What follows belongs to an exercise in optimizing a design on an open flow for small area, a short achievable clock period and few clock cycles per item; a production flow would make more cautious choices.
The RTL was checked by simulation tests, not by an equivalence proof against the original design.
Power figures rest on the tool's default switching activity, not on a simulated workload.

==> flow/design.v <==
package tx_zc_pkg;
    localparam int ZC_NZC_W_DEF = 12;
    localparam int ZC_OUT_W_DEF = 12;
    localparam int ZC_INV_W_DEF = 18;
    localparam int ZC_T_MULT = 24;
endpackage
module tx_zc_mul (
    input  logic        clk,
    input  logic        i_en,
    input  logic [16:0] i_th,
    input  logic [17:0] i_inv,
    output logic [11:0] o_y,
    output logic [16:0] o_p
);
    logic [18:0] thx;
    logic [8:0]  w_neg, w_one, w_two;
    logic [8:0]  neg, one, two;
    logic        r_dsgn;
    logic [18:0] pp0;
    logic [18:0] pp1;
    logic [18:0] pp2;
    logic [18:0] pp3;
    logic [18:0] pp4;
    logic [18:0] pp5;
    logic [18:0] pp6;
    logic [18:0] pp7;
    logic [18:0] pp8;
    logic [34:0] ra, rb;
    logic [34:6] r_a, r_b;
    logic        r_sgn, r_c6;
    logic [6:0]  w_l6;
    logic s1;
    logic c2;
    logic s3;
    logic c4;
    logic s5;
    logic c6;
    logic s7;
    logic c8;
    logic s9;
    logic c10;
    logic s11;
    logic c12;
    logic s13;
    logic c14;
    logic s15;
    logic c16;
    logic s17;
    logic c18;
    logic s19;
    logic c20;
    logic s21;
    logic c22;
    logic s23;
    logic c24;
    logic s25;
    logic c26;
    logic s27;
    logic c28;
    logic s29;
    logic c30;
    logic s31;
    logic c32;
    logic s33;
    logic c34;
    logic s35;
    logic c36;
    logic s37;
    logic c38;
    logic s39;
    logic c40;
    logic s41;
    logic c42;
    logic s43;
    logic c44;
    logic s45;
    logic c46;
    logic s47;
    logic c48;
    logic s49;
    logic c50;
    logic s51;
    logic c52;
    logic s53;
    logic c54;
    logic s55;
    logic c56;
    logic s57;
    logic c58;
    logic s59;
    logic c60;
    logic s61;
    logic c62;
    logic s63;
    logic c64;
    logic s65;
    logic c66;
    logic s67;
    logic c68;
    logic s69;
    logic c70;
    logic s71;
    logic c72;
    logic s73;
    logic c74;
    logic s75;
    logic c76;
    logic s77;
    logic c78;
    logic s79;
    logic c80;
    logic s81;
    logic c82;
    logic s83;
    logic c84;
    logic s85;
    logic c86;
    logic s87;
    logic c88;
    logic s89;
    logic c90;
    logic s91;
    logic c92;
    logic s93;
    logic c94;
    logic s95;
    logic c96;
    logic s97;
    logic c98;
    logic s99;
    logic c100;
    logic s101;
    logic c102;
    logic s103;
    logic c104;
    logic s105;
    logic c106;
    logic s107;
    logic c108;
    logic s109;
    logic c110;
    logic s111;
    logic c112;
    logic s113;
    logic c114;
    logic s115;
    logic c116;
    logic s117;
    logic c118;
    logic s119;
    logic c120;
    logic s121;
    logic c122;
    logic s123;
    logic c124;
    logic s125;
    logic c126;
    logic s127;
    logic c128;
    logic s129;
    logic c130;
    logic s131;
    logic c132;
    logic s133;
    logic c134;
    logic s135;
    logic c136;
    logic s137;
    logic c138;
    logic s139;
    logic c140;
    logic s141;
    logic c142;
    logic s143;
    logic c144;
    logic s145;
    logic c146;
    logic s147;
    logic c148;
    logic s149;
    logic c150;
    logic s151;
    logic c152;
    logic s153;
    logic c154;
    logic s155;
    logic c156;
    logic s157;
    logic c158;
    logic s159;
    logic c160;
    logic s161;
    logic c162;
    logic s163;
    logic c164;
    logic s165;
    logic c166;
    logic s167;
    logic c168;
    logic s169;
    logic c170;
    logic s171;
    logic c172;
    logic s173;
    logic c174;
    logic s175;
    logic c176;
    logic s177;
    logic c178;
    logic s179;
    logic c180;
    logic s181;
    logic c182;
    logic s183;
    logic c184;
    logic s185;
    logic c186;
    logic s187;
    logic c188;
    logic s189;
    logic c190;
    logic s191;
    logic c192;
    logic s193;
    logic c194;
    logic s195;
    logic c196;
    logic s197;
    logic c198;
    logic s199;
    logic c200;
    logic s201;
    logic c202;
    logic s203;
    logic c204;
    logic s205;
    logic c206;
    logic s207;
    logic c208;
    logic s209;
    logic c210;
    logic s211;
    logic c212;
    logic s213;
    logic c214;
    logic s215;
    logic c216;
    logic s217;
    logic c218;
    logic s219;
    logic c220;
    logic s221;
    logic c222;
    logic s223;
    logic c224;
    logic s225;
    logic c226;
    logic s227;
    logic c228;
    logic s229;
    logic c230;
    logic s231;
    logic c232;
    logic s233;
    logic c234;
    logic s235;
    logic c236;
    logic s237;
    logic c238;
    logic s239;
    logic c240;
    logic s241;
    logic c242;
    logic s243;
    logic c244;
    logic s245;
    logic c246;
    logic s247;
    logic c248;
    logic s249;
    logic c250;
    logic s251;
    logic c252;
    logic s253;
    logic c254;
    logic s255;
    logic c256;
    logic s257;
    logic c258;
    logic s259;
    logic c260;
    logic s261;
    logic c262;
    logic s263;
    logic c264;
    logic s265;
    logic c266;
    logic s267;
    logic c268;
    logic s269;
    logic c270;
    logic s271;
    logic c272;
    logic s273;
    logic c274;
    logic s275;
    logic c276;
    logic s277;
    logic c278;
    logic s279;
    logic c280;
    logic s281;
    logic c282;
    logic s283;
    logic c284;
    logic s285;
    logic c286;
    logic s287;
    logic c288;
    logic s289;
    logic c290;
    logic s291;
    logic c292;
    logic s293;
    logic c294;
    logic s295;
    logic c296;
    logic s297;
    logic c298;
    logic s299;
    logic c300;
    logic s301;
    logic c302;
    logic s303;
    logic c304;
    logic s305;
    logic c306;
    assign thx = {i_th[16], i_th, 1'b0};
    always_comb begin
        for (int i = 0; i < 9; i++) begin
            w_neg[i] = thx[2*i+2] & ~(thx[2*i+1] & thx[2*i]);
            w_one[i] = thx[2*i+1] ^ thx[2*i];
            w_two[i] = (thx[2*i+2] & ~thx[2*i+1] & ~thx[2*i]) | (~thx[2*i+2] & thx[2*i+1] & thx[2*i]);
        end
    end
    always_ff @(posedge clk) begin
        if (i_en) begin
            neg    <= w_neg;
            one    <= w_one;
            two    <= w_two;
            r_dsgn <= i_th[16];
        end
    end
    assign pp0 = (({19{one[0]}} & {1'b0, i_inv}) | ({19{two[0]}} & {i_inv, 1'b0})) ^ {19{neg[0]}};
    assign pp1 = (({19{one[1]}} & {1'b0, i_inv}) | ({19{two[1]}} & {i_inv, 1'b0})) ^ {19{neg[1]}};
    assign pp2 = (({19{one[2]}} & {1'b0, i_inv}) | ({19{two[2]}} & {i_inv, 1'b0})) ^ {19{neg[2]}};
    assign pp3 = (({19{one[3]}} & {1'b0, i_inv}) | ({19{two[3]}} & {i_inv, 1'b0})) ^ {19{neg[3]}};
    assign pp4 = (({19{one[4]}} & {1'b0, i_inv}) | ({19{two[4]}} & {i_inv, 1'b0})) ^ {19{neg[4]}};
    assign pp5 = (({19{one[5]}} & {1'b0, i_inv}) | ({19{two[5]}} & {i_inv, 1'b0})) ^ {19{neg[5]}};
    assign pp6 = (({19{one[6]}} & {1'b0, i_inv}) | ({19{two[6]}} & {i_inv, 1'b0})) ^ {19{neg[6]}};
    assign pp7 = (({19{one[7]}} & {1'b0, i_inv}) | ({19{two[7]}} & {i_inv, 1'b0})) ^ {19{neg[7]}};
    assign pp8 = (({19{one[8]}} & {1'b0, i_inv}) | ({19{two[8]}} & {i_inv, 1'b0})) ^ {19{neg[8]}};
    assign s1 = pp0[16] ^ pp1[14];
    assign c2 = pp0[16] & pp1[14];
    assign s3 = pp0[17] ^ pp1[15];
    assign c4 = pp0[17] & pp1[15];
    assign s5 = pp0[18] ^ pp1[16];
    assign c6 = pp0[18] & pp1[16];
    assign s7 = pp1[17] ^ pp2[15];
    assign c8 = pp1[17] & pp2[15];
    assign s9 = pp1[18] ^ pp2[16];
    assign c10 = pp1[18] & pp2[16];
    assign s11 = ~neg[1] ^ pp2[17];
    assign c12 = ~neg[1] & pp2[17];
    assign s13 = pp0[10] ^ pp1[8];
    assign c14 = pp0[10] & pp1[8];
    assign s15 = pp0[11] ^ pp1[9];
    assign c16 = pp0[11] & pp1[9];
    assign s17 = pp0[12] ^ pp1[10] ^ pp2[8];
    assign c18 = (pp0[12] & pp1[10]) | (pp0[12] & pp2[8]) | (pp1[10] & pp2[8]);
    assign s19 = pp3[6] ^ pp4[4];
    assign c20 = pp3[6] & pp4[4];
    assign s21 = pp0[13] ^ pp1[11] ^ pp2[9];
    assign c22 = (pp0[13] & pp1[11]) | (pp0[13] & pp2[9]) | (pp1[11] & pp2[9]);
    assign s23 = pp3[7] ^ pp4[5];
    assign c24 = pp3[7] & pp4[5];
    assign s25 = pp0[14] ^ pp1[12] ^ pp2[10];
    assign c26 = (pp0[14] & pp1[12]) | (pp0[14] & pp2[10]) | (pp1[12] & pp2[10]);
    assign s27 = pp3[8] ^ pp4[6] ^ pp5[4];
    assign c28 = (pp3[8] & pp4[6]) | (pp3[8] & pp5[4]) | (pp4[6] & pp5[4]);
    assign s29 = pp6[2] ^ pp7[0];
    assign c30 = pp6[2] & pp7[0];
    assign s31 = pp0[15] ^ pp1[13] ^ pp2[11];
    assign c32 = (pp0[15] & pp1[13]) | (pp0[15] & pp2[11]) | (pp1[13] & pp2[11]);
    assign s33 = pp3[9] ^ pp4[7] ^ pp5[5];
    assign c34 = (pp3[9] & pp4[7]) | (pp3[9] & pp5[5]) | (pp4[7] & pp5[5]);
    assign s35 = pp6[3] ^ pp7[1];
    assign c36 = pp6[3] & pp7[1];
    assign s37 = pp2[12] ^ pp3[10] ^ pp4[8];
    assign c38 = (pp2[12] & pp3[10]) | (pp2[12] & pp4[8]) | (pp3[10] & pp4[8]);
    assign s39 = pp5[6] ^ pp6[4] ^ pp7[2];
    assign c40 = (pp5[6] & pp6[4]) | (pp5[6] & pp7[2]) | (pp6[4] & pp7[2]);
    assign s41 = pp8[0] ^ neg[8] ^ s1;
    assign c42 = (pp8[0] & neg[8]) | (pp8[0] & s1) | (neg[8] & s1);
    assign s43 = pp2[13] ^ pp3[11] ^ pp4[9];
    assign c44 = (pp2[13] & pp3[11]) | (pp2[13] & pp4[9]) | (pp3[11] & pp4[9]);
    assign s45 = pp5[7] ^ pp6[5] ^ pp7[3];
    assign c46 = (pp5[7] & pp6[5]) | (pp5[7] & pp7[3]) | (pp6[5] & pp7[3]);
    assign s47 = pp8[1] ^ s3 ^ c2;
    assign c48 = (pp8[1] & s3) | (pp8[1] & c2) | (s3 & c2);
    assign s49 = pp2[14] ^ pp3[12] ^ pp4[10];
    assign c50 = (pp2[14] & pp3[12]) | (pp2[14] & pp4[10]) | (pp3[12] & pp4[10]);
    assign s51 = pp5[8] ^ pp6[6] ^ pp7[4];
    assign c52 = (pp5[8] & pp6[6]) | (pp5[8] & pp7[4]) | (pp6[6] & pp7[4]);
    assign s53 = pp8[2] ^ s5 ^ c4;
    assign c54 = (pp8[2] & s5) | (pp8[2] & c4) | (s5 & c4);
    assign s55 = pp3[13] ^ pp4[11] ^ pp5[9];
    assign c56 = (pp3[13] & pp4[11]) | (pp3[13] & pp5[9]) | (pp4[11] & pp5[9]);
    assign s57 = pp6[7] ^ pp7[5] ^ pp8[3];
    assign c58 = (pp6[7] & pp7[5]) | (pp6[7] & pp8[3]) | (pp7[5] & pp8[3]);
    assign s59 = neg[0] ^ s7 ^ c6;
    assign c60 = (neg[0] & s7) | (neg[0] & c6) | (s7 & c6);
    assign s61 = pp3[14] ^ pp4[12] ^ pp5[10];
    assign c62 = (pp3[14] & pp4[12]) | (pp3[14] & pp5[10]) | (pp4[12] & pp5[10]);
    assign s63 = pp6[8] ^ pp7[6] ^ pp8[4];
    assign c64 = (pp6[8] & pp7[6]) | (pp6[8] & pp8[4]) | (pp7[6] & pp8[4]);
    assign s65 = neg[0] ^ s9 ^ c8;
    assign c66 = (neg[0] & s9) | (neg[0] & c8) | (s9 & c8);
    assign s67 = pp3[15] ^ pp4[13] ^ pp5[11];
    assign c68 = (pp3[15] & pp4[13]) | (pp3[15] & pp5[11]) | (pp4[13] & pp5[11]);
    assign s69 = pp6[9] ^ pp7[7] ^ pp8[5];
    assign c70 = (pp6[9] & pp7[7]) | (pp6[9] & pp8[5]) | (pp7[7] & pp8[5]);
    assign s71 = ~neg[0] ^ s11 ^ c10;
    assign c72 = (~neg[0] & s11) | (~neg[0] & c10) | (s11 & c10);
    assign s73 = pp2[18] ^ pp3[16] ^ pp4[14];
    assign c74 = (pp2[18] & pp3[16]) | (pp2[18] & pp4[14]) | (pp3[16] & pp4[14]);
    assign s75 = pp5[12] ^ pp6[10] ^ pp7[8];
    assign c76 = (pp5[12] & pp6[10]) | (pp5[12] & pp7[8]) | (pp6[10] & pp7[8]);
    assign s77 = ~(pp8[6] ^ c12);
    assign c78 = pp8[6] | c12;
    assign s79 = ~neg[2] ^ pp3[17] ^ pp4[15];
    assign c80 = (~neg[2] & pp3[17]) | (~neg[2] & pp4[15]) | (pp3[17] & pp4[15]);
    assign s81 = pp5[13] ^ pp6[11] ^ pp7[9];
    assign c82 = (pp5[13] & pp6[11]) | (pp5[13] & pp7[9]) | (pp6[11] & pp7[9]);
    assign s83 = pp3[18] ^ pp4[16] ^ pp5[14];
    assign c84 = (pp3[18] & pp4[16]) | (pp3[18] & pp5[14]) | (pp4[16] & pp5[14]);
    assign s85 = pp6[12] ^ pp7[10];
    assign c86 = pp6[12] & pp7[10];
    assign s87 = ~neg[3] ^ pp4[17] ^ pp5[15];
    assign c88 = (~neg[3] & pp4[17]) | (~neg[3] & pp5[15]) | (pp4[17] & pp5[15]);
    assign s89 = pp4[18] ^ pp5[16];
    assign c90 = pp4[18] & pp5[16];
    assign s91 = pp0[6] ^ pp1[4];
    assign c92 = pp0[6] & pp1[4];
    assign s93 = pp0[7] ^ pp1[5];
    assign c94 = pp0[7] & pp1[5];
    assign s95 = pp0[8] ^ pp1[6] ^ pp2[4];
    assign c96 = (pp0[8] & pp1[6]) | (pp0[8] & pp2[4]) | (pp1[6] & pp2[4]);
    assign s97 = pp3[2] ^ pp4[0];
    assign c98 = pp3[2] & pp4[0];
    assign s99 = pp0[9] ^ pp1[7] ^ pp2[5];
    assign c100 = (pp0[9] & pp1[7]) | (pp0[9] & pp2[5]) | (pp1[7] & pp2[5]);
    assign s101 = pp3[3] ^ pp4[1];
    assign c102 = pp3[3] & pp4[1];
    assign s103 = pp2[6] ^ pp3[4] ^ pp4[2];
    assign c104 = (pp2[6] & pp3[4]) | (pp2[6] & pp4[2]) | (pp3[4] & pp4[2]);
    assign s105 = pp5[0] ^ neg[5] ^ s13;
    assign c106 = (pp5[0] & neg[5]) | (pp5[0] & s13) | (neg[5] & s13);
    assign s107 = pp2[7] ^ pp3[5] ^ pp4[3];
    assign c108 = (pp2[7] & pp3[5]) | (pp2[7] & pp4[3]) | (pp3[5] & pp4[3]);
    assign s109 = pp5[1] ^ s15 ^ c14;
    assign c110 = (pp5[1] & s15) | (pp5[1] & c14) | (s15 & c14);
    assign s111 = pp5[2] ^ pp6[0] ^ neg[6];
    assign c112 = (pp5[2] & pp6[0]) | (pp5[2] & neg[6]) | (pp6[0] & neg[6]);
    assign s113 = s17 ^ s19 ^ c16;
    assign c114 = (s17 & s19) | (s17 & c16) | (s19 & c16);
    assign s115 = pp5[3] ^ pp6[1] ^ s21;
    assign c116 = (pp5[3] & pp6[1]) | (pp5[3] & s21) | (pp6[1] & s21);
    assign s117 = s23 ^ c18 ^ c20;
    assign c118 = (s23 & c18) | (s23 & c20) | (c18 & c20);
    assign s119 = neg[7] ^ s25 ^ s27;
    assign c120 = (neg[7] & s25) | (neg[7] & s27) | (s25 & s27);
    assign s121 = s29 ^ c22 ^ c24;
    assign c122 = (s29 & c22) | (s29 & c24) | (c22 & c24);
    assign s123 = s31 ^ s33 ^ s35;
    assign c124 = (s31 & s33) | (s31 & s35) | (s33 & s35);
    assign s125 = c26 ^ c28 ^ c30;
    assign c126 = (c26 & c28) | (c26 & c30) | (c28 & c30);
    assign s127 = s37 ^ s39 ^ s41;
    assign c128 = (s37 & s39) | (s37 & s41) | (s39 & s41);
    assign s129 = c32 ^ c34 ^ c36;
    assign c130 = (c32 & c34) | (c32 & c36) | (c34 & c36);
    assign s131 = s43 ^ s45 ^ s47;
    assign c132 = (s43 & s45) | (s43 & s47) | (s45 & s47);
    assign s133 = c38 ^ c40 ^ c42;
    assign c134 = (c38 & c40) | (c38 & c42) | (c40 & c42);
    assign s135 = s49 ^ s51 ^ s53;
    assign c136 = (s49 & s51) | (s49 & s53) | (s51 & s53);
    assign s137 = c44 ^ c46 ^ c48;
    assign c138 = (c44 & c46) | (c44 & c48) | (c46 & c48);
    assign s139 = s55 ^ s57 ^ s59;
    assign c140 = (s55 & s57) | (s55 & s59) | (s57 & s59);
    assign s141 = c50 ^ c52 ^ c54;
    assign c142 = (c50 & c52) | (c50 & c54) | (c52 & c54);
    assign s143 = s61 ^ s63 ^ s65;
    assign c144 = (s61 & s63) | (s61 & s65) | (s63 & s65);
    assign s145 = c56 ^ c58 ^ c60;
    assign c146 = (c56 & c58) | (c56 & c60) | (c58 & c60);
    assign s147 = s67 ^ s69 ^ s71;
    assign c148 = (s67 & s69) | (s67 & s71) | (s69 & s71);
    assign s149 = c62 ^ c64 ^ c66;
    assign c150 = (c62 & c64) | (c62 & c66) | (c64 & c66);
    assign s151 = s73 ^ s75 ^ s77;
    assign c152 = (s73 & s75) | (s73 & s77) | (s75 & s77);
    assign s153 = c68 ^ c70 ^ c72;
    assign c154 = (c68 & c70) | (c68 & c72) | (c70 & c72);
    assign s155 = pp8[7] ^ s79 ^ s81;
    assign c156 = (pp8[7] & s79) | (pp8[7] & s81) | (s79 & s81);
    assign s157 = c74 ^ c76 ^ c78;
    assign c158 = (c74 & c76) | (c74 & c78) | (c76 & c78);
    assign s159 = ~(pp8[8] ^ s83);
    assign c160 = pp8[8] | s83;
    assign s161 = s85 ^ c80 ^ c82;
    assign c162 = (s85 & c80) | (s85 & c82) | (c80 & c82);
    assign s163 = pp6[13] ^ pp7[11] ^ pp8[9];
    assign c164 = (pp6[13] & pp7[11]) | (pp6[13] & pp8[9]) | (pp7[11] & pp8[9]);
    assign s165 = s87 ^ c84 ^ c86;
    assign c166 = (s87 & c84) | (s87 & c86) | (c84 & c86);
    assign s167 = pp6[14] ^ pp7[12] ^ pp8[10];
    assign c168 = (pp6[14] & pp7[12]) | (pp6[14] & pp8[10]) | (pp7[12] & pp8[10]);
    assign s169 = ~(s89 ^ c88);
    assign c170 = s89 | c88;
    assign s171 = ~neg[4] ^ pp5[17] ^ pp6[15];
    assign c172 = (~neg[4] & pp5[17]) | (~neg[4] & pp6[15]) | (pp5[17] & pp6[15]);
    assign s173 = pp7[13] ^ pp8[11] ^ c90;
    assign c174 = (pp7[13] & pp8[11]) | (pp7[13] & c90) | (pp8[11] & c90);
    assign s175 = pp5[18] ^ pp6[16] ^ pp7[14];
    assign c176 = (pp5[18] & pp6[16]) | (pp5[18] & pp7[14]) | (pp6[16] & pp7[14]);
    assign s177 = ~pp8[12];
    assign c178 = pp8[12];
    assign s179 = ~neg[5] ^ pp6[17] ^ pp7[15];
    assign c180 = (~neg[5] & pp6[17]) | (~neg[5] & pp7[15]) | (pp6[17] & pp7[15]);
    assign s181 = pp6[18] ^ pp7[16];
    assign c182 = pp6[18] & pp7[16];
    assign s183 = pp0[4] ^ pp1[2];
    assign c184 = pp0[4] & pp1[2];
    assign s185 = pp0[5] ^ pp1[3] ^ pp2[1];
    assign c186 = (pp0[5] & pp1[3]) | (pp0[5] & pp2[1]) | (pp1[3] & pp2[1]);
    assign s187 = pp2[2] ^ pp3[0] ^ neg[3];
    assign c188 = (pp2[2] & pp3[0]) | (pp2[2] & neg[3]) | (pp3[0] & neg[3]);
    assign s189 = pp2[3] ^ pp3[1] ^ s93;
    assign c190 = (pp2[3] & pp3[1]) | (pp2[3] & s93) | (pp3[1] & s93);
    assign s191 = neg[4] ^ s95 ^ s97;
    assign c192 = (neg[4] & s95) | (neg[4] & s97) | (s95 & s97);
    assign s193 = s99 ^ s101 ^ c96;
    assign c194 = (s99 & s101) | (s99 & c96) | (s101 & c96);
    assign s195 = s103 ^ s105 ^ c100;
    assign c196 = (s103 & s105) | (s103 & c100) | (s105 & c100);
    assign s197 = s107 ^ s109 ^ c104;
    assign c198 = (s107 & s109) | (s107 & c104) | (s109 & c104);
    assign s199 = s111 ^ s113 ^ c108;
    assign c200 = (s111 & s113) | (s111 & c108) | (s113 & c108);
    assign s201 = s115 ^ s117 ^ c112;
    assign c202 = (s115 & s117) | (s115 & c112) | (s117 & c112);
    assign s203 = s119 ^ s121 ^ c116;
    assign c204 = (s119 & s121) | (s119 & c116) | (s121 & c116);
    assign s205 = s123 ^ s125 ^ c120;
    assign c206 = (s123 & s125) | (s123 & c120) | (s125 & c120);
    assign s207 = s127 ^ s129 ^ c124;
    assign c208 = (s127 & s129) | (s127 & c124) | (s129 & c124);
    assign s209 = s131 ^ s133 ^ c128;
    assign c210 = (s131 & s133) | (s131 & c128) | (s133 & c128);
    assign s211 = s135 ^ s137 ^ c132;
    assign c212 = (s135 & s137) | (s135 & c132) | (s137 & c132);
    assign s213 = s139 ^ s141 ^ c136;
    assign c214 = (s139 & s141) | (s139 & c136) | (s141 & c136);
    assign s215 = s143 ^ s145 ^ c140;
    assign c216 = (s143 & s145) | (s143 & c140) | (s145 & c140);
    assign s217 = s147 ^ s149 ^ c144;
    assign c218 = (s147 & s149) | (s147 & c144) | (s149 & c144);
    assign s219 = s151 ^ s153 ^ c148;
    assign c220 = (s151 & s153) | (s151 & c148) | (s153 & c148);
    assign s221 = s155 ^ s157 ^ c152;
    assign c222 = (s155 & s157) | (s155 & c152) | (s157 & c152);
    assign s223 = s159 ^ s161 ^ c156;
    assign c224 = (s159 & s161) | (s159 & c156) | (s161 & c156);
    assign s225 = s163 ^ s165 ^ c160;
    assign c226 = (s163 & s165) | (s163 & c160) | (s165 & c160);
    assign s227 = s167 ^ s169 ^ c164;
    assign c228 = (s167 & s169) | (s167 & c164) | (s169 & c164);
    assign s229 = s171 ^ s173 ^ c168;
    assign c230 = (s171 & s173) | (s171 & c168) | (s173 & c168);
    assign s231 = s175 ^ s177 ^ c172;
    assign c232 = (s175 & s177) | (s175 & c172) | (s177 & c172);
    assign s233 = pp8[13] ^ s179 ^ c176;
    assign c234 = (pp8[13] & s179) | (pp8[13] & c176) | (s179 & c176);
    assign s235 = ~(pp8[14] ^ s181);
    assign c236 = pp8[14] | s181;
    assign s237 = ~neg[6] ^ pp7[17] ^ pp8[15];
    assign c238 = (~neg[6] & pp7[17]) | (~neg[6] & pp8[15]) | (pp7[17] & pp8[15]);
    assign s239 = pp7[18] ^ pp8[16];
    assign c240 = pp7[18] & pp8[16];
    assign s241 = pp0[2] ^ pp1[0];
    assign c242 = pp0[2] & pp1[0];
    assign s243 = pp0[3] ^ pp1[1];
    assign c244 = pp0[3] & pp1[1];
    assign s245 = pp2[0] ^ neg[2] ^ s183;
    assign c246 = (pp2[0] & neg[2]) | (pp2[0] & s183) | (neg[2] & s183);
    assign s247 = ~(s185 ^ c184);
    assign c248 = s185 | c184;
    assign s249 = s91 ^ s187 ^ c186;
    assign c250 = (s91 & s187) | (s91 & c186) | (s187 & c186);
    assign s251 = c92 ^ s189 ^ c188;
    assign c252 = (c92 & s189) | (c92 & c188) | (s189 & c188);
    assign s253 = c94 ^ s191 ^ c190;
    assign c254 = (c94 & s191) | (c94 & c190) | (s191 & c190);
    assign s255 = c98 ^ s193 ^ c192;
    assign c256 = (c98 & s193) | (c98 & c192) | (s193 & c192);
    assign s257 = c102 ^ s195 ^ c194;
    assign c258 = (c102 & s195) | (c102 & c194) | (s195 & c194);
    assign s259 = c106 ^ s197 ^ c196;
    assign c260 = (c106 & s197) | (c106 & c196) | (s197 & c196);
    assign s261 = c110 ^ s199 ^ c198;
    assign c262 = (c110 & s199) | (c110 & c198) | (s199 & c198);
    assign s263 = c114 ^ s201 ^ c200;
    assign c264 = (c114 & s201) | (c114 & c200) | (s201 & c200);
    assign s265 = c118 ^ s203 ^ c202;
    assign c266 = (c118 & s203) | (c118 & c202) | (s203 & c202);
    assign s267 = c122 ^ s205 ^ c204;
    assign c268 = (c122 & s205) | (c122 & c204) | (s205 & c204);
    assign s269 = c126 ^ s207 ^ c206;
    assign c270 = (c126 & s207) | (c126 & c206) | (s207 & c206);
    assign s271 = c130 ^ s209 ^ c208;
    assign c272 = (c130 & s209) | (c130 & c208) | (s209 & c208);
    assign s273 = c134 ^ s211 ^ c210;
    assign c274 = (c134 & s211) | (c134 & c210) | (s211 & c210);
    assign s275 = c138 ^ s213 ^ c212;
    assign c276 = (c138 & s213) | (c138 & c212) | (s213 & c212);
    assign s277 = c142 ^ s215 ^ c214;
    assign c278 = (c142 & s215) | (c142 & c214) | (s215 & c214);
    assign s279 = c146 ^ s217 ^ c216;
    assign c280 = (c146 & s217) | (c146 & c216) | (s217 & c216);
    assign s281 = c150 ^ s219 ^ c218;
    assign c282 = (c150 & s219) | (c150 & c218) | (s219 & c218);
    assign s283 = c154 ^ s221 ^ c220;
    assign c284 = (c154 & s221) | (c154 & c220) | (s221 & c220);
    assign s285 = c158 ^ s223 ^ c222;
    assign c286 = (c158 & s223) | (c158 & c222) | (s223 & c222);
    assign s287 = c162 ^ s225 ^ c224;
    assign c288 = (c162 & s225) | (c162 & c224) | (s225 & c224);
    assign s289 = c166 ^ s227 ^ c226;
    assign c290 = (c166 & s227) | (c166 & c226) | (s227 & c226);
    assign s291 = c170 ^ s229 ^ c228;
    assign c292 = (c170 & s229) | (c170 & c228) | (s229 & c228);
    assign s293 = c174 ^ s231 ^ c230;
    assign c294 = (c174 & s231) | (c174 & c230) | (s231 & c230);
    assign s295 = c178 ^ s233 ^ c232;
    assign c296 = (c178 & s233) | (c178 & c232) | (s233 & c232);
    assign s297 = c180 ^ s235 ^ c234;
    assign c298 = (c180 & s235) | (c180 & c234) | (s235 & c234);
    assign s299 = c182 ^ s237 ^ c236;
    assign c300 = (c182 & s237) | (c182 & c236) | (s237 & c236);
    assign s301 = ~(s239 ^ c238);
    assign c302 = s239 | c238;
    assign s303 = ~neg[7] ^ pp8[17] ^ c240;
    assign c304 = (~neg[7] & pp8[17]) | (~neg[7] & c240) | (pp8[17] & c240);
    assign s305 = ~pp8[18];
    assign c306 = pp8[18];
    assign ra[0] = pp0[0];
    assign rb[0] = neg[0];
    assign ra[1] = pp0[1];
    assign rb[1] = 1'b0;
    assign ra[2] = neg[1];
    assign rb[2] = s241;
    assign ra[3] = s243;
    assign rb[3] = c242;
    assign ra[4] = s245;
    assign rb[4] = c244;
    assign ra[5] = s247;
    assign rb[5] = c246;
    assign ra[6] = s249;
    assign rb[6] = c248;
    assign ra[7] = s251;
    assign rb[7] = c250;
    assign ra[8] = s253;
    assign rb[8] = c252;
    assign ra[9] = s255;
    assign rb[9] = c254;
    assign ra[10] = s257;
    assign rb[10] = c256;
    assign ra[11] = s259;
    assign rb[11] = c258;
    assign ra[12] = s261;
    assign rb[12] = c260;
    assign ra[13] = s263;
    assign rb[13] = c262;
    assign ra[14] = s265;
    assign rb[14] = c264;
    assign ra[15] = s267;
    assign rb[15] = c266;
    assign ra[16] = s269;
    assign rb[16] = c268;
    assign ra[17] = s271;
    assign rb[17] = c270;
    assign ra[18] = s273;
    assign rb[18] = c272;
    assign ra[19] = s275;
    assign rb[19] = c274;
    assign ra[20] = s277;
    assign rb[20] = c276;
    assign ra[21] = s279;
    assign rb[21] = c278;
    assign ra[22] = s281;
    assign rb[22] = c280;
    assign ra[23] = s283;
    assign rb[23] = c282;
    assign ra[24] = s285;
    assign rb[24] = c284;
    assign ra[25] = s287;
    assign rb[25] = c286;
    assign ra[26] = s289;
    assign rb[26] = c288;
    assign ra[27] = s291;
    assign rb[27] = c290;
    assign ra[28] = s293;
    assign rb[28] = c292;
    assign ra[29] = s295;
    assign rb[29] = c294;
    assign ra[30] = s297;
    assign rb[30] = c296;
    assign ra[31] = s299;
    assign rb[31] = c298;
    assign ra[32] = s301;
    assign rb[32] = c300;
    assign ra[33] = s303;
    assign rb[33] = c302;
    assign ra[34] = s305;
    assign rb[34] = c304;
    assign w_l6 = {1'b0, ra[5:0]} + {1'b0, rb[5:0]};
    always_ff @(posedge clk) begin
        if (i_en) begin
            r_a   <= ra[34:6];
            r_b   <= rb[34:6];
            r_sgn <= r_dsgn;
            r_c6  <= w_l6[6];
        end
    end
    logic [22:6] w_lo;
    logic [17:0] w_sum;
    assign w_sum = {r_a[22:6], r_c6} + {r_b[22:6], r_c6};
    assign w_lo  = w_sum[17:1];
    assign o_p  = w_lo[22:6];
    logic [34:17] w_p, w_o, w_g;
    logic         w_z0, w_z1;
    assign w_p   = r_a[34:17] ^ r_b[34:17];
    assign w_o   = r_a[34:17] | r_b[34:17];
    assign w_g   = r_a[34:17] & r_b[34:17];
    assign w_z0  = !w_lo[17] && (w_o[33:17] == w_p[34:18]);
    assign w_z1  = w_lo[17] && (w_g[33:17] == ~w_p[34:18]);
    assign o_y   = (w_z0 || w_z1) ? w_lo[17:6] : (r_sgn ? 12'h800 : 12'h7ff);
endmodule
module tx_zc_phase_gen #(
    parameter int NZC_W  = tx_zc_pkg::ZC_NZC_W_DEF,
    parameter int OUT_W  = tx_zc_pkg::ZC_OUT_W_DEF,
    parameter int INV_W  = tx_zc_pkg::ZC_INV_W_DEF,
    parameter int PH_W   = NZC_W + 5
) (
    input  logic             sys_clk,
    input  logic             rst,
    input  logic             start,
    input  logic             abort,
    input  logic [NZC_W-1:0] zc_N_zc,
    input  logic [NZC_W-1:0] zc_len,
    input  logic [NZC_W-1:0] zc_start_index,
    input  logic [PH_W-1:0]  zc_Q,
    input  logic [PH_W-1:0]  zc_P,
    input  logic [INV_W-1:0] zc_inv_T,
    input  logic             theta_ready,
    output logic             theta_valid,
    output logic [OUT_W-1:0] theta_data,
    output logic             theta_last,
    output logic             busy,
    output logic             cfg_err
);
    logic        r_busy, r_idle, r_cfg_err;
    logic        r_ph_q2;    
    logic        r_ph_e0;    
    logic        r_ph_run;   
    logic        r_ph_w1;    
    logic        r_ph_w2;    
    logic        r_ph_w3;    
    logic        r_s1_valid, r_s1_last, r_s2_valid, r_s2_last, r_out_valid, r_out_last;
    logic [11:0] r_out_data;
    logic [11:0] r_nzc;          
    logic [13:0] r_t3;           
    logic [16:0] r_q;            
    logic [16:0] r_p;            
    logic [17:0] r_inv;          
    logic [11:0] r_rem;          
    logic [11:0] r_skip;         
    logic [11:0]        r_mc;    
    logic               r_wrap;  
    logic               r_usep;  
    logic signed [16:0] r_th;    
    logic [16:0]        r_e;     
    logic [4:0]         r_z;     
    logic [4:0]         r_pm;    
    logic [13:0] w_3n;
    logic [14:0] w_qc_a, w_qc_b, w_qc_s, w_qc_c, w_qc_r;
    logic [14:0] w_pc_s, w_pc_c, w_pc_r;
    logic [15:0] w_q2_a, w_q2_b, w_q2_s, w_q2_c, w_q2x;
    logic        w_cfg_ok, w_accept, w_adv, w_step, w_done, w_last_step;
    logic [16:0] w_t, w_half;
    logic [16:0] w_q2;
    logic [18:0] w_tha, w_thb, w_tnx, w_hnx, w_ths, w_s1, w_c1, w_ths_m, w_s2, w_c2, w_thc;
    logic [16:0] w_th_nxt;
    logic        w_wrap_nxt, w_e0_nxt;
    logic [16:0] w_ea;
    logic [18:0] w_eq, w_tx, w_ed, w_s3, w_c3, w_edt;
    logic [16:0] w_e_nxt;
    logic [1:0]  w_p3;
    logic [4:0]  w_pm;
    logic [3:0]  w_zl_s;
    logic [4:0]  w_z_nxt, w_zth5;
    logic [16:0] w_zth;
    logic [17:0] r_mul_b;        
    logic [11:0] w_sat;
    logic [16:0] w_prod;
    logic        w_th_ld;
    logic [16:0] w_th_d;
    assign w_qc_a   = {3'b000, zc_N_zc};
    assign w_qc_b   = ~{1'b0, zc_N_zc, 2'b00};
    assign w_qc_s   = w_qc_a ^ w_qc_b ^ {1'b0, zc_Q[16:3]};
    assign w_qc_c   = {(w_qc_a[13:0] & w_qc_b[13:0]) | ((w_qc_a[13:0] | w_qc_b[13:0]) & zc_Q[16:3]), 1'b1};
    assign w_qc_r   = w_qc_s + w_qc_c;
    assign w_pc_s   = w_qc_a ^ w_qc_b ^ {1'b0, zc_P[16:3]};
    assign w_pc_c   = {(w_qc_a[13:0] & w_qc_b[13:0]) | ((w_qc_a[13:0] | w_qc_b[13:0]) & zc_P[16:3]), 1'b1};
    assign w_pc_r   = w_pc_s + w_pc_c;
    assign w_cfg_ok = (zc_N_zc[11:2] != '0 || zc_N_zc[1:0] == 2'd3) && (zc_len != '0) &&
                      (zc_start_index < zc_len) && w_qc_r[14] && w_pc_r[14];
    assign w_accept = !r_busy && start && w_cfg_ok;
    assign w_adv       = !(r_out_valid && !theta_ready);
    assign w_step      = w_adv && r_ph_run;
    assign w_last_step = (r_rem == 12'd1);
    assign w_done      = r_out_valid && r_out_last && theta_ready;
    assign w_t    = {r_t3, 3'b000};
    assign w_half = {1'b0, r_t3, 2'b00};
    assign w_3n    = 14'(r_nzc) + {1'b0, r_nzc, 1'b0};
    assign w_q2_a  = {4'b0000, r_nzc};
    assign w_q2_b  = ~{2'b00, r_nzc, 2'b00};
    assign w_q2_s  = w_q2_a ^ w_q2_b ^ {1'b0, r_q[16:2]};
    assign w_q2_c  = {(w_q2_a[14:0] & w_q2_b[14:0]) | ((w_q2_a[14:0] | w_q2_b[14:0]) & r_q[16:2]), 1'b1};
    assign w_q2x   = w_q2_s + w_q2_c;
    assign w_q2    = w_q2x[15] ? {r_q[15:0], 1'b0} : {w_q2x[13:0], r_q[1:0], 1'b0};
    assign w_tha  = {r_th[16], r_th[16], r_th};
    assign w_thb  = {2'b00, r_e};
    assign w_tnx  = ~{2'b00, w_t};
    assign w_hnx  = ~{2'b00, w_half};
    assign w_ths  = w_tha + w_thb;
    assign w_s1   = w_tha ^ w_thb ^ w_tnx;
    assign w_c1   = {(w_tha[17:0] & w_thb[17:0]) | (w_tha[17:0] & w_tnx[17:0]) | (w_thb[17:0] & w_tnx[17:0]), 1'b1};
    assign w_ths_m = w_s1 + w_c1;
    assign w_s2   = w_tha ^ w_thb ^ w_hnx;
    assign w_c2   = {(w_tha[17:0] & w_thb[17:0]) | (w_tha[17:0] & w_hnx[17:0]) | (w_thb[17:0] & w_hnx[17:0]), 1'b1};
    assign w_thc  = w_s2 + w_c2;
    assign w_th_nxt = w_thc[18] ? w_ths[16:0] : w_ths_m[16:0];
    assign w_ea   = r_usep ? r_p : r_e;
    assign w_eq   = ~{2'b00, r_q};
    assign w_tx   = {2'b00, w_t};
    assign w_ed   = {2'b00, w_ea} - {2'b00, r_q};
    assign w_s3   = {2'b00, w_ea} ^ w_eq ^ w_tx;
    assign w_c3   = {({1'b0, w_ea} & w_eq[17:0]) | ({1'b0, w_ea} & w_tx[17:0]) | (w_eq[17:0] & w_tx[17:0]), 1'b1};
    assign w_edt  = w_s3 + w_c3;
    assign w_e_nxt = w_ed[18] ? w_edt[16:0] : w_ed[16:0];
    function automatic logic [1:0] add3(input logic [1:0] a, input logic [1:0] b);
        case ({a, b})
            4'b0000: add3 = 2'd0;  4'b0001: add3 = 2'd1;  4'b0010: add3 = 2'd2;
            4'b0100: add3 = 2'd1;  4'b0101: add3 = 2'd2;  4'b0110: add3 = 2'd0;
            4'b1000: add3 = 2'd2;  4'b1001: add3 = 2'd0;  4'b1010: add3 = 2'd1;
            default: add3 = 2'd0;
        endcase
    endfunction
    function automatic logic [1:0] red3(input logic [1:0] g);
        red3 = {g[1] & ~g[0], g[0] & ~g[1]};
    endfunction
    always_comb begin
        logic [1:0] r0, r1, r2, r3, r4, r5, r6;
        r0 = red3(r_p[4:3]);   r1 = red3(r_p[6:5]);   r2 = red3(r_p[8:7]);
        r3 = red3(r_p[10:9]);  r4 = red3(r_p[12:11]); r5 = red3(r_p[14:13]);
        r6 = red3(r_p[16:15]);
        w_p3 = add3(add3(add3(r0, r1), add3(r2, r3)), add3(add3(r4, r5), r6));
    end
    assign w_pm = {w_p3, r_p[2:0]};
    assign w_zl_s  = {1'b0, r_z[2:0]} + {1'b0, r_pm[2:0]};
    assign w_z_nxt = {add3(add3(r_z[4:3], r_pm[4:3]), {1'b0, w_zl_s[3]}), w_zl_s[2:0]};
    assign w_zth5  = (r_z[4:3] == 2'd2) ? {2'b11, r_z[2:0]} :
                     (r_z[4:3] == 2'd1 && r_z[2]) ? {2'b10, r_z[2:0]} : {1'b0, r_z[3], r_z[2:0]};
    assign w_zth   = {{12{w_zth5[4]}}, w_zth5};
    always_comb begin
        if (r_ph_q2)      w_th_d = '0;
        else if (r_ph_w3) w_th_d = w_prod;
        else if (r_wrap)  w_th_d = w_zth;
        else              w_th_d = w_th_nxt;
    end
    assign w_th_ld = r_ph_q2 || (w_adv && (r_ph_run || r_ph_w3));
    always_ff @(posedge sys_clk) begin
        r_mul_b <= ((r_ph_w1 && w_adv) || (r_ph_w2 && !w_adv)) ? {r_nzc, 6'b000000} : r_inv;
    end
    tx_zc_mul u_mul (.clk(sys_clk), .i_en(w_adv), .i_th(r_th), .i_inv(r_mul_b),
                     .o_y(w_sat), .o_p(w_prod));
    assign w_e0_nxt   = !rst && !abort && r_busy && r_ph_q2;
    assign w_wrap_nxt = r_ph_q2 ? 1'b0 : (w_step ? (!r_wrap && r_mc == 12'd2) : r_wrap);
    always_ff @(posedge sys_clk) begin
        if (rst || abort) begin
            r_busy      <= 1'b0;
            r_idle      <= 1'b1;
            r_ph_q2     <= 1'b0;
            r_ph_e0     <= 1'b0;
            r_ph_run    <= 1'b0;
            r_ph_w1     <= 1'b0;
            r_ph_w2     <= 1'b0;
            r_ph_w3     <= 1'b0;
            r_s1_valid  <= 1'b0;
            r_s1_last   <= 1'b0;
            r_s2_valid  <= 1'b0;
            r_s2_last   <= 1'b0;
            r_out_valid <= 1'b0;
            r_out_last  <= 1'b0;
            r_cfg_err   <= 1'b0;
        end else begin
            r_cfg_err <= !r_busy && start && !w_cfg_ok;
            if (!r_busy) begin
                r_busy  <= w_accept;
                r_idle  <= !w_accept;
                r_ph_q2 <= w_accept;
            end else begin
                if (w_done) begin
                    r_busy <= 1'b0;
                    r_idle <= 1'b1;
                end
                r_ph_q2 <= 1'b0;
                r_ph_e0 <= r_ph_q2;
                if (r_ph_e0) r_ph_run <= 1'b1;
                if (w_adv) begin
                    if (r_ph_run && (w_last_step || r_wrap)) r_ph_run <= 1'b0;
                    r_ph_w1 <= r_ph_run && !w_last_step && r_wrap;
                    r_ph_w2 <= r_ph_w1;
                    r_ph_w3 <= r_ph_w2;
                    if (r_ph_w3) r_ph_run <= 1'b1;
                end
            end
            if (w_adv) begin
                r_s1_valid  <= w_step && (r_skip == '0);
                r_s1_last   <= w_last_step;
                r_s2_valid  <= r_s1_valid;
                r_s2_last   <= r_s1_last;
                r_out_valid <= r_s2_valid;
                r_out_last  <= r_s2_last;
            end
        end
    end
    always_ff @(posedge sys_clk) begin
        if (r_idle) begin
            r_nzc  <= zc_N_zc;
            r_q    <= zc_Q;
            r_p    <= zc_P;
            r_inv  <= zc_inv_T;
            r_rem  <= zc_len;
            r_skip <= zc_start_index;
        end else begin
            if (r_ph_q2) r_q <= w_q2;
            if (w_step) begin
                r_rem <= r_rem - 12'd1;
                if (r_skip != '0) r_skip <= r_skip - 12'd1;
            end
        end
    end
    always_ff @(posedge sys_clk) begin
        if (w_th_ld) begin
            r_th <= w_th_d;
        end
        r_t3   <= w_3n;
        r_wrap <= w_wrap_nxt;
        r_usep <= w_e0_nxt || w_wrap_nxt;
        if (r_ph_q2) begin
            r_mc   <= r_nzc;
            r_pm   <= w_pm;
            r_z    <= w_pm;
        end
        if (r_ph_e0) begin
            r_e <= w_e_nxt;
        end
        if (w_step) begin
            r_e <= w_e_nxt;
            if (r_wrap) begin
                r_z    <= w_z_nxt;
                r_mc   <= r_nzc;
            end else begin
                r_mc   <= r_mc - 12'd1;
            end
        end
        if (w_adv) begin
            r_out_data <= w_sat;
        end
    end
    assign theta_valid = r_out_valid;
    assign theta_data  = r_out_data;
    assign theta_last  = r_out_last;
    assign busy        = r_busy;
    assign cfg_err     = r_cfg_err;
endmodule
==> flow/flow/run.sh <==
#!/bin/bash
# The standard layout, with the ports buffered by buf_1 cells instead of the
# default choice of buffer cell.
set -euo pipefail
export BUFFER_PORTS_ARGS="-buffer_cell sky130_fd_sc_hd__buf_1"
bash standard.sh > standard.log 2>&1
==> flow/standard.sh <==
#!/bin/bash
# synth_recipe.tcl (not shown) runs the flow's synth.tcl, then flattens the netlist and writes it again
# the make line also repeats each setting of config.mk as NAME=value (left out here)
make -C /OpenROAD-flow-scripts/flow DESIGN_CONFIG=/design/flow/config.mk WORK_HOME=/design/flow/orfs CLKGATE_MAP_FILE= SYNTH_SCRIPT=/design/flow/synth_recipe.tcl "${@:-finish}"
==> flow/config.mk <==
export PLATFORM = sky130hd
export DESIGN_NAME = tx_zc_phase_gen
export DESIGN_NICKNAME = tx_zc_phase_gen
export VERILOG_FILES = /design/flow/design.v
export SDC_FILE = /design/flow/constraint.sdc
export NUM_CORES = 4
export LEC_CHECK = 0
export CAP_MARGIN = 5
export CORE_MARGIN = 2
export CORE_UTILIZATION = 40
export CTS_BUF_LIST = sky130_fd_sc_hd__clkbuf_8
export CTS_CLUSTER_DIAMETER = 70
export CTS_CLUSTER_SIZE = 28
export SETUP_SLACK_MARGIN = 4.5
export SLEW_MARGIN = 5
export TNS_END_PERCENT = 10
==> flow/constraint.sdc <==
create_clock -name core_clock -period 8.0 [get_ports {sys_clk}]
set_input_delay 1.6000 -clock core_clock [delete_from_list [all_inputs] [get_ports {sys_clk}]]
set_output_delay 1.6000 -clock core_clock [all_outputs]
set_load 0.01 [all_outputs]
==> results.py, run 1 <==
metrics = {
    "pwr": {
        "vdd_ir_drop_max_mv": 0.123,
        "combinationalPowerShare": 0.561,
        "p_int_mw": 4.42,
        "p_clk_frac": 0.138,
        "p_leak_nw": 13.6,
        "switching_share": 0.434,
        "p_switching_mw": 3.38,
        "p_seq_frac": 0.300,
        "power.density_mw_per_mm2": 254,
        "finalPower_mw": 7.80,
    },
    "clock_network": {
        "insertion_delay_ns": 0.70,
        "cts_root_buffer": "clkbuf_8",
        "max-clock-path-buffers": 3,
        "cts_tree": "yes",
        "h-tree-depth": 1,
        "cts_buffers": 30,
        "path_clk_slew_ns": 0.11,
        "cts.sinks": 292,
    },
    "placed_design": {
        "placed_area_mm2": 0.0287,
        "dp_slack_ns": 3.49,
        "dp_hpwl_um": 55900,
        "place.port_buffers": 108,
        "routabilityCongestion": 0.889,
    },
    "worst_setup_path": {
        "r2r_start": "r_usep$_DFF_P_",
        "endpoint_kind": "flop",
        "worstSetupStartpointType": "input pin",
        "worstReg2RegEnd": "r_e[14]$_DFFE_PP_",
        "r2r_cells": 15,
        "critPathKind": "in -> reg",
        "critPathRequiredTime_ns": 8.61,
        "cp.arrival_ns": 4.16,
        "cp_max_fo": 5,
        "ff2ff_setup_slack_ns": 4.47,
    },
    "timing": {
        "report.final.slew_viol_count": 0,
        "setup_viol": 0,
        "min_period_over_period": 0.443,
        "setup_tns_ns": 0,
        "worst_slack_ns": 4.45,
        "max_freq_ghz": 0.282,
        "final_hold_viol_count": 0,
        "worst_pin_slew_ns": 1.20,
        "min_period_ns": 3.55,
        "finalClockSkew_ns": 0.0650,
        "slew-limit-headroom": 0.201,
        "grt_setup_unrepaired": "yes",
    },
    "hold_path": {
        "min_path_type": "reg -> reg",
        "whs_path_depth": 2,
        "hold_start": "r_inv[17]$_DFFE_PP_",
        "hold_end": "r_mul_b[17]$_DFF_P_",
    },
    "cells_and_area": {
        "num-fill-cells": 6488,
        "final_nets": 3531,
        "drive_above_1_share": 0.0986,
        "area_delta_synth_final_pct": 11.5,
        "finalCoreUtilization": 0.449,
        "final_cell_area_mm2": 0.0308,
    },
    "detailed_routing": {
        "drc_errors": 0,
        "num_vias": 20600,
        "final_antenna_net_count": 0,
        "drtPass1Iterations": 6,
        "first_iter_violations": 1329,
        "routedWlPerCell_um": 18.7,
        "routed_wl_um": 72500,
        "viasPerCell": 5.30,
    },
    "global_routing": {
        "grt_use_met3": 0.0206,
        "use_met1": 0.261,
        "grt_pass1_wl_um": 116000,
        "grt_max_degree": 75,
        "overflow": 0,
        "use_met2": 0.364,
        "grt_usage": 0.205,
        "antenna_found_initial": 2,
        "grt_busiest_layer": "met2",
        "grt_pass1_vias": 21600,
    },
    "die": {
        "dieHeight_um": 267,
        "core_area_mm2": 0.0685,
        "pin_count": 109,
        "die_width_um": 267,
        "start_util": 0.403,
        "rows": 96,
        "dieArea_mm2": 0.0710,
    },
    "status": {
        "outcome": "no timing/DRC/antenna violations",
    },
    "logic_synthesis": {
        "synth_seq_cells": 292,
        "yosysSeqAreaShare": 0.298,
        "syn_area_mm2": 0.0276,
        "synth-async-reset-ratio": 0,
        "synth_edf_count": 238,
        "synthesis.instances": 2840,
        "synthesis.nets": 3394,
        "postSynthAreaPerCell_um2": 9.71,
        "synth_flop_cell": "edfxtp_1",
        "ys_warn_count": 2,
        "synth_cell_types": 86,
    },
    "run": {
        "maxCapViolations": 0,
    },
}
==> cell type report <==
type / instances / area, um^2 / share of cell area
clock buffer: 32 / 440 / 0.0143
clock inverter: 24 / 229 / 0.00744
timing repair buffer: 234 / 1610 / 0.0524
multi-input combinational: 1946 / 17300 / 0.563
tap: 882 / 1100 / 0.0359
inverter: 473 / 1790 / 0.0582
antenna: 1 / 2.50 / 0.0000814
sequential: 292 / 8270 / 0.269
==> worst max-delay path by stage <==
stage,end,from
final,r_idle$_SDFFE_PP1P_,zc_N_zc[0]
after global routing,r_e[14]$_DFFE_PP_,r_usep$_DFF_P_
after CTS,r_th[4]$_SDFFCE_PP0P_,r_th[1]$_SDFFCE_PP0P_
after detailed placement,r_idle$_SDFFE_PP1P_,zc_N_zc[2]
after floorplan,r_idle$_SDFFE_PP1P_,zc_N_zc[1]
after global placement,r_idle$_SDFFE_PP1P_,zc_N_zc[2]
==> kinds of logic after synthesis <==
group,count (synthesis),share of synthesized area
buffers and inverters,602,0.0833
AO/OA/AOI/OAI,564,0.139
multiplexers,52,0.0196
XOR/XNOR,322,0.103
adder cells (fa/ha/maj),461,0.264
flip-flops,292,0.298
AND/OR/NAND/NOR,547,0.0933
==> power groups by stage <==
stage / logic (mW) / registers (mW) / clock network [mW]
floorplan: 3.18 / 2.25 / 0
global placement: 4.02 / 2.40 / 0
detailed placement: 4.16 / 2.41 / 0
CTS: 4.35 / 2.34 / 1.12
global route: 5.00 / 2.38 / 1.18
finish: 4.38 / 2.34 / 1.08
==> synthesized netlist by cell type (34+ instances only) <==
cell,count,area share
inv_1,471,0.064
ha_1,260,0.12
edfxtp_1,238,0.26
xnor2_1,217,0.069
nand2_1,202,0.027
fa_1,201,0.15
a22oi_1,136,0.037
nor2_1,135,0.018
clkbuf_1,104,0.014
xor2_1,104,0.033
o21ai_0,101,0.018
a21oi_1,90,0.016
dfxtp_1,54,0.039
mux2i_1,43,0.016
o21a_1,39,0.011
nor3_1,34,0.0062
==> critical path, cell delays in order <==
cell and delay [ns]:
buf_4 0.14, fa_1 0.54, inv_1 0.04, ha_1 0.26, o21a_1 0.10, o21a_1 0.16
o21a_1 0.23, o31a_1 0.25, o211ai_1 0.31, nand4_1 0.14, mux2_4 0.29, o21a_1 0.10
==> metal layers <==
layer | wire length, um | share of wire
met3 | 3250 | 0.045
met4 | 2460 | 0.034
met5 | 0 | 0
met1 | 31200 | 0.43
met2 | 35600 | 0.49
==> through the flow <==
step	cells	hold slack, ns
after floorplan	2840	0.400
final	3884	0.455
after global placement	3723	0.435
after global routing	3884	0.475
after CTS	3860	0.461
after detailed placement	3723	0.431
==> sequential cells by signal, indices dropped and copies added, names as in the netlist, 14 cells and up <==
| register | count |
|---|---|
| r_t3 | 14 |
| u_mul.r_a | 29 |
| r_e | 17 |
| r_th | 17 |
| r_mul_b | 18 |
| r_p | 17 |
| r_q | 17 |
| r_inv | 18 |
| u_mul.r_b | 29 |
==> repair_timing <==
item / CTS / global route
endpoints found under the setup margin: 69 / 81
hold buffers: 0 / 0
pin swaps: 20 / 31
gates cloned: 2 / 0
gates resized for setup: 68 / 48
buffers inserted: 79 / 23
==> placed cells by master (no fill, tap or decap), drive strengths merged, types with 43 or more instances in the layout <==
| cell type | netlist | final |
|---|---|---|
| o21ai | 126 | 126 |
| nand2 | 202 | 202 |
| inv | 473 | 486 |
| xnor2 | 217 | 217 |
| ha | 260 | 260 |
| edfxtp | 238 | 238 |
| dfxtp | 54 | 54 |
| nor2 | 135 | 135 |
| xor2 | 105 | 105 |
| mux2i | 43 | 43 |
| a22oi | 136 | 136 |
| a21oi | 91 | 91 |
| buf | 25 | 226 |
| fa | 201 | 201 |
Testbench counts, summed over its fixed seeds: cycles 47,060, items 46,621.
==> run 2, diff against run 1 <==
--- a/flow/config.mk
+++ b/flow/config.mk
@@ -10,7 +10,7 @@
 export CORE_UTILIZATION = 40
 export CTS_BUF_LIST = sky130_fd_sc_hd__clkbuf_8
 export CTS_CLUSTER_DIAMETER = 70
-export CTS_CLUSTER_SIZE = 28
-export SETUP_SLACK_MARGIN = 4.5
+export CTS_CLUSTER_SIZE = 24
+export SETUP_SLACK_MARGIN = 4.6
 export SLEW_MARGIN = 5
 export TNS_END_PERCENT = 10
==> run 2 against run 1 <==
  * Maximum frequency about the same
  * Via count is 0.38% higher
  * Critical path depth unchanged
  * Sequential power about the same
  * Total power is 0.52% higher
  * Non-clock buffer count increased by 30
  * Worst setup slack barely moved
  * Register-to-register slack worse by 0.02 ns
  * Area after synthesis stayed put
  * First-iteration DRC count grew 5.9%
  * Synthesized cell count stayed put
  * Sequential share of layout area shrank 0.28 points
  * Critical path type unchanged
==> results.py, run 2 <==
metrics = {
    "global_routing": {
        "grt_usage": 0.206,
        "grt_pass1_vias": 21600,
        "overflow": 0,
        "grt_pass1_wl_um": 116000,
        "antenna_found_initial": 2,
        "grt_max_degree": 75,
    },
    "clock_network": {
        "path_clk_slew_ns": 0.11,
        "cts_root_buffer": "clkbuf_8",
        "h-tree-depth": 1,
        "cts_tree": "yes",
        "cts.sinks": 292,
        "insertion_delay_ns": 0.71,
        "cts_buffers": 30,
        "max-clock-path-buffers": 3,
    },
    "run": {
        "maxCapViolations": 0,
    },
    "logic_synthesis": {
        "yosys-top-cells-area": "edfxtp_1 (26%), fa_1 (15%), ha_1 (12%), xnor2_1 (6.9%), inv_1 (6.4%)",
        "yosysMostFrequentCell": "inv_1",
        "synth_top_cells_by_count": "inv_1 (471), ha_1 (260), edfxtp_1 (238)",
        "synthMuxAreaShare": 0.0196,
        "synthesis.nets": 3394,
        "synth-async-reset-ratio": 0,
        "synthesis.instances": 2840,
        "synth-xor-area-share": 0.103,
        "synthAdderAreaFrac": 0.264,
        "synth_compound_area_frac": 0.139,
        "yosys.area.top_type": "edfxtp_1",
        "yosys.area_share.simple": 0.0933,
        "yosysTopAreaCellShare": 0.259,
        "yosysSeqAreaShare": 0.298,
        "ys_warn_count": 2,
        "synth_seq_cells": 292,
        "synth_cell_types": 86,
        "synth_edf_count": 238,
        "syn_area_mm2": 0.0276,
        "synth_flop_cell": "edfxtp_1",
        "postSynthAreaPerCell_um2": 9.71,
        "synth_top_family_by_area": "adder cells",
    },
    "cells_and_area": {
        "reg_top3": "u_mul.r_a (29), u_mul.r_b (29)",
        "stdcell_count": 3914,
        "final_common_cell": "inv_1",
        "multi_input_area_mm2": 0.0174,
        "final_nets": 3561,
        "area_delta_synth_final_pct": 12.7,
        "drive_above_1_share": 0.112,
        "finalCoreUtilization": 0.454,
        "final_cell_area_mm2": 0.0311,
        "num-fill-cells": 6469,
        "seq_area_mm2": 0.00827,
        "final_cell_mix": "inv_1 (453), ha_1 (250), edfxtp_1 (238)",
    },
    "worst_setup_path": {
        "worstReg2RegEnd": "r_e[14]$_DFFE_PP_",
        "cp.arrival_ns": 4.16,
        "cp_max_fo": 5,
        "ff2ff_setup_slack_ns": 4.45,
        "critPathKind": "in -> reg",
        "endpoint_kind": "flop",
        "worstSetupStartpointType": "input pin",
        "r2r_start": "r_usep$_DFF_P_",
        "critPathRequiredTime_ns": 8.61,
        "r2r_cells": 15,
    },
    "status": {
        "outcome": "no timing/DRC/antenna violations",
    },
    "placed_design": {
        "dp_cells": 3723,
        "dp_slack_ns": 3.49,
        "place.port_buffers": 108,
        "dp_hpwl_um": 55900,
        "routabilityCongestion": 0.889,
        "placed_area_mm2": 0.0287,
    },
    "die": {
        "rows": 96,
        "start_util": 0.403,
        "die_width_um": 267,
        "dieArea_mm2": 0.0710,
        "core_area_mm2": 0.0685,
        "pin_count": 109,
        "dieHeight_um": 267,
    },
    "detailed_routing": {
        "viasPerCell": 5.28,
        "drc_errors": 0,
        "first_iter_violations": 1408,
        "final_antenna_net_count": 0,
        "num_vias": 20700,
        "routed_wl_um": 73000,
        "drtPass1Iterations": 5,
        "routedWlPerCell_um": 18.7,
    },
    "timing": {
        "setup_tns_ns": 0,
        "min_period_ns": 3.55,
        "report.final.slew_viol_count": 0,
        "finalClockSkew_ns": 0.0686,
        "final_hold_viol_count": 0,
        "slew-limit-headroom": 0.218,
        "worst_slack_ns": 4.45,
        "max_freq_ghz": 0.282,
        "min_period_over_period": 0.443,
        "setup_viol": 0,
        "grt_setup_unrepaired": "yes",
        "worst_pin_slew_ns": 1.17,
    },
    "hold_path": {
        "whs_path_depth": 2,
        "hold_end": "r_mul_b[17]$_DFF_P_",
        "hold_start": "r_inv[17]$_DFFE_PP_",
        "min_path_type": "reg -> reg",
    },
    "pwr": {
        "vdd_ir_drop_max_mv": 0.122,
        "p_leak_nw": 13.8,
        "power.density_mw_per_mm2": 252,
    },
}
run 2: metrics by stage:
stage                     hold WS, ns  power, mW
final                           0.456       7.84
after global routing            0.475       8.60
after CTS                       0.461       7.81
after detailed placement        0.431       6.57
after global placement          0.435       6.42
after floorplan                 0.400       5.43
run 2: layer usage:
layer  wire [um]  global-route usage  part of all wire  vias up
met1       31000               0.260              0.42    10100
met4        2770              0.0738             0.038        0
met3        3390              0.0225             0.046      131
li1            -                   -                 -     9899
met2       35800               0.365              0.49      520
met5           0                   0                 0        -
run 2: report_power, final:
part | switching [mW] | total [mW] | internal (mW)
Clock | 0.661 | 1.08 | 0.416
Sequential | 0.247 | 2.34 | 2.09
Combinational | 2.49 | 4.42 | 1.93
run 2: worst max path at each step:
stage	startpoint	to	cells past startpoint
2_1_floorplan	zc_N_zc[1]	r_idle$_SDFFE_PP1P_	13
3_3_place_gp	zc_N_zc[2]	r_idle$_SDFFE_PP1P_	13
3_5_place_dp	zc_N_zc[2]	r_idle$_SDFFE_PP1P_	13
4_1_cts	r_usep$_DFF_P_	r_e[14]$_DFFE_PP_	15
5_1_grt	r_usep$_DFF_P_	r_e[14]$_DFFE_PP_	15
6_report	zc_N_zc[0]	r_idle$_SDFFE_PP1P_	12
run 2: cells by family (layout without fill, tap and decap cells):
family,count (synthesis),in the layout
multiplexers,52,52
flip-flops,292,292
AND/OR/NAND/NOR,547,547
adder cells (fa/ha/maj),461,461
buffers and inverters,602,793
other,0,1
AO/OA/AOI/OAI,564,564
XOR/XNOR,322,322
run 2: layout make-up:
cell class,count,area share
multi-input combinational,1946,0.560
sequential,292,0.266
timing repair buffer,264,0.0594
inverter,473,0.0576
tap,882,0.0355
clock buffer,32,0.0142
clock inverter,24,0.00737
antenna,1,0.0000806
run 2: critical path, cell delays in order:
cell and delay [ns]:
buf_4 0.14, fa_1 0.54, inv_1 0.04, ha_1 0.26
o21a_1 0.10, o21a_1 0.16, o21a_1 0.23, o31a_1 0.25
o211ai_1 0.31, nand4_1 0.14, mux2_4 0.29, o21a_1 0.10
run 2: timing repair:
item,4_1_cts,5_1_grt
resized for setup,66,69
hold buffers,0,0
pin swaps,21,33
cloned,2,0
buffers inserted,84,48
endpoints found under the setup margin,78,99
hold endpoints to repair,0,0
==> run 3, diff against run 2 <==
--- a/flow/config.mk
+++ b/flow/config.mk
@@ -11,6 +11,6 @@
 export CTS_BUF_LIST = sky130_fd_sc_hd__clkbuf_8
 export CTS_CLUSTER_DIAMETER = 70
 export CTS_CLUSTER_SIZE = 24
-export SETUP_SLACK_MARGIN = 4.6
+export SETUP_SLACK_MARGIN = 4.4
 export SLEW_MARGIN = 5
 export TNS_END_PERCENT = 10
==> run 3 against run 2 <==
  * Hold slack improved by 0.00052 ns
  * First-iteration DRC count fell by 8.7%
  * Clock-buffer cell count did not move
  * Wire length fell by 1.2%
  * Final cell count fell by 0.79%
  * Largest power group unchanged
  * Sequential share of layout area rose by 0.36 points
  * Worst setup slack got worse by 0.030 ns
  * Total power fell by 0.89%
  * Combinational power fell by 2%
  * Highest routed layer unchanged
  * Clock power barely moved
  * Clock skew fell by 0.0032 ns
  * Global-route usage fell by 0.19 points
==> results.py, run 3 <==
metrics = {
    "status": {
        "outcome": "no timing/DRC/antenna violations",
    },
    "worst_setup_path": {
        "worstSetupStartpointType": "input pin",
        "cp_max_fo": 5,
        "cp.arrival_ns": 4.18,
        "endpoint_kind": "flop",
        "critPathKind": "in -> reg",
        "critPathRequiredTime_ns": 8.61,
    },
    "global_routing": {
        "grt_max_degree": 75,
        "grt_pass1_vias": 21500,
        "grt_busiest_layer": "met2",
        "use_met1": 0.260,
        "grt_pass1_wl_um": 115000,
        "antenna_found_initial": 2,
        "grt_usage": 0.204,
        "grt_use_met3": 0.0218,
        "use_met2": 0.361,
        "overflow": 0,
    },
    "placed_design": {
        "dp_hpwl_um": 55900,
        "place.port_buffers": 108,
        "routabilityCongestion": 0.889,
    },
    "timing": {
        "report.final.slew_viol_count": 0,
        "worst_pin_slew_ns": 1.18,
        "final_hold_viol_count": 0,
        "min_period_over_period": 0.447,
        "slew-limit-headroom": 0.214,
        "grt_setup_unrepaired": "yes",
        "finalClockSkew_ns": 0.0654,
        "setup_viol": 0,
        "max_freq_ghz": 0.280,
        "min_period_ns": 3.58,
        "setup_tns_ns": 0,
    },
    "clock_network": {
        "cts_buffers": 30,
        "h-tree-depth": 1,
        "cts_tree": "yes",
        "ctsHoldBuffers": 0,
        "max-clock-path-buffers": 3,
        "path_clk_slew_ns": 0.11,
        "cts.sinks": 292,
        "insertion_delay_ns": 0.70,
        "cts_root_buffer": "clkbuf_8",
    },
    "die": {
        "dieArea_mm2": 0.0710,
        "rows": 96,
        "dieHeight_um": 267,
        "die_width_um": 267,
        "core_area_mm2": 0.0685,
        "pin_count": 109,
        "start_util": 0.403,
    },
    "detailed_routing": {
        "drc_errors": 0,
        "final_antenna_net_count": 0,
        "routedWlPerCell_um": 18.6,
        "num_vias": 20600,
        "first_iter_violations": 1286,
        "routed_wl_um": 72200,
        "viasPerCell": 5.30,
        "drtPass1Iterations": 5,
    },
    "logic_synthesis": {
        "syn_area_mm2": 0.0276,
        "synth-async-reset-ratio": 0,
        "synthMuxAreaShare": 0.0196,
        "synthAdderAreaFrac": 0.264,
        "synth_top_family_by_area": "adder cells",
        "yosys.area_share.simple": 0.0933,
        "yosysMostFrequentCell": "inv_1",
        "synth_seq_cells": 292,
        "yosys-top-cells-area": "edfxtp_1 (26%), fa_1 (15%), ha_1 (12%), xnor2_1 (6.9%), inv_1 (6.4%)",
        "yosysTopAreaCellShare": 0.259,
        "yosys.area.top_type": "edfxtp_1",
        "synthesis.instances": 2840,
        "ys_warn_count": 2,
        "postSynthAreaPerCell_um2": 9.71,
        "synth_compound_area_frac": 0.139,
        "synth_top_cells_by_count": "inv_1 (471), ha_1 (260), edfxtp_1 (238)",
        "synth_edf_count": 238,
        "synth_flop_cell": "edfxtp_1",
        "yosysSeqAreaShare": 0.298,
        "synth-xor-area-share": 0.103,
        "synthesis.nets": 3394,
        "synth_cell_types": 86,
    },
    "hold_path": {
        "min_path_type": "reg -> reg",
    },
    "cells_and_area": {
        "drive_above_1_share": 0.0947,
        "final_common_cell": "inv_1",
        "final_nets": 3530,
        "area_delta_synth_final_pct": 11.2,
        "final_cell_mix": "inv_1 (458), ha_1 (252), edfxtp_1 (238)",
        "reg_top3": "u_mul.r_a (29), u_mul.r_b (29)",
    },
    "pwr": {
        "p_switching_mw": 3.37,
        "combinationalPowerShare": 0.560,
        "p_leak_nw": 13.6,
        "vdd_ir_drop_max_mv": 0.122,
        "switching_share": 0.433,
        "power.density_mw_per_mm2": 253,
        "p_int_mw": 4.40,
        "p_clk_frac": 0.139,
        "finalPower_mw": 7.77,
        "p_seq_frac": 0.302,
    },
    "run": {
        "maxCapViolations": 0,
    },
}
==> run 3: cell count changes in the layout (fill, tap and decap cells not counted), sizes merged <==
cell | before | now
inv | 486 | 485
clkinvlp | 1 | 2
buf | 256 | 225
==> run 3: power groups by stage <==
stage	sequential, mW	combinational, mW	clock (mW)
6_report	2.35	4.35	1.08
5_1_grt	2.38	4.97	1.18
4_1_cts	2.35	4.29	1.12
3_5_place_dp	2.41	4.16	0
3_3_place_gp	2.40	4.02	0
2_1_floorplan	2.25	3.18	0
==> run 3: what timing repair did <==
action                     in CTS  in global routing
gates cloned                    1                  0
gates resized for setup        45                 46
buffers inserted               68                 34
setup endpoints to repair      61                 55
pin swaps                      17                 21
==> run 3: layout make-up <==
class	instances	area, um^2
Fill cell	6489	37800
Sequential cell	292	8270
Clock buffer	32	440
Inverter	473	1790
Antenna cell	1	2.50
Clock inverter	24	229
Timing Repair Buffer	233	1570
Multi-Input combinational cell	1946	17200
Tap cell	882	1100
==> run 3: final timing paths <==
kind                            start                  end  slack (ns)  depth (start not counted)
hold reg to reg   r_inv[17]$_DFFE_PP_  r_mul_b[17]$_DFF_P_        0.46                          2
setup / recovery           zc_N_zc[2]  r_idle$_SDFFE_PP1P_        4.42                         13
setup reg to reg   r_nzc[1]$_DFFE_PP_    r_q[11]$_DFFE_PP_        4.44                         14
hold / removal    r_inv[17]$_DFFE_PP_  r_mul_b[17]$_DFF_P_        0.46                          2
==> run 3: per-layer routing <==
layer	wire length (um)	part of all wire
met2	35500	0.49
met5	0	0
met1	30900	0.43
met4	2490	0.034
met3	3380	0.047
==> run 3: kinds of logic (layout without fill, tap and decap cells) <==
kind of cell / Yosys count / count (layout)
AND/OR/NAND/NOR: 547 / 547
flip-flops: 292 / 292
other: 0 / 1
buffers and inverters: 602 / 762
adder cells (fa/ha/maj): 461 / 461
XOR/XNOR: 322 / 322
multiplexers: 52 / 52
AO/OA/AOI/OAI: 564 / 564
==> run 3: worst max-delay path: stages <==
cell and delay [ns]:
clkbuf_4 0.16, inv_2 0.06, fa_1 0.50, inv_1 0.04, ha_1 0.26, o21a_1 0.10
o21a_1 0.16, o21a_1 0.22, o31a_1 0.25, o211ai_1 0.30, nand4_1 0.13, mux2_4 0.29
o21a_1 0.10
==> run 3: metrics by stage <==
stage	worst slack (ns)	hold slack [ns]	cell area (um^2)	util	instances
after floorplan	4.15	0.400	27600	-	2840
after global placement	3.51	0.435	28700	0.420	3723
after detailed placement	3.49	0.431	28700	0.420	3723
after CTS	4.33	0.461	30200	0.442	3848
after global routing	4.31	0.475	30600	0.448	3883
final	4.42	0.456	30600	0.448	3883

Re-timed with assumed drivers on the ports (clkbuf_16 on the clock, buf_2 on other inputs), run 3 has 4.439 ns of setup slack against 4.424 ns with ideal ports, and 3.724 ns once port delays also move by the mid clock arrival of 0.734 ns.
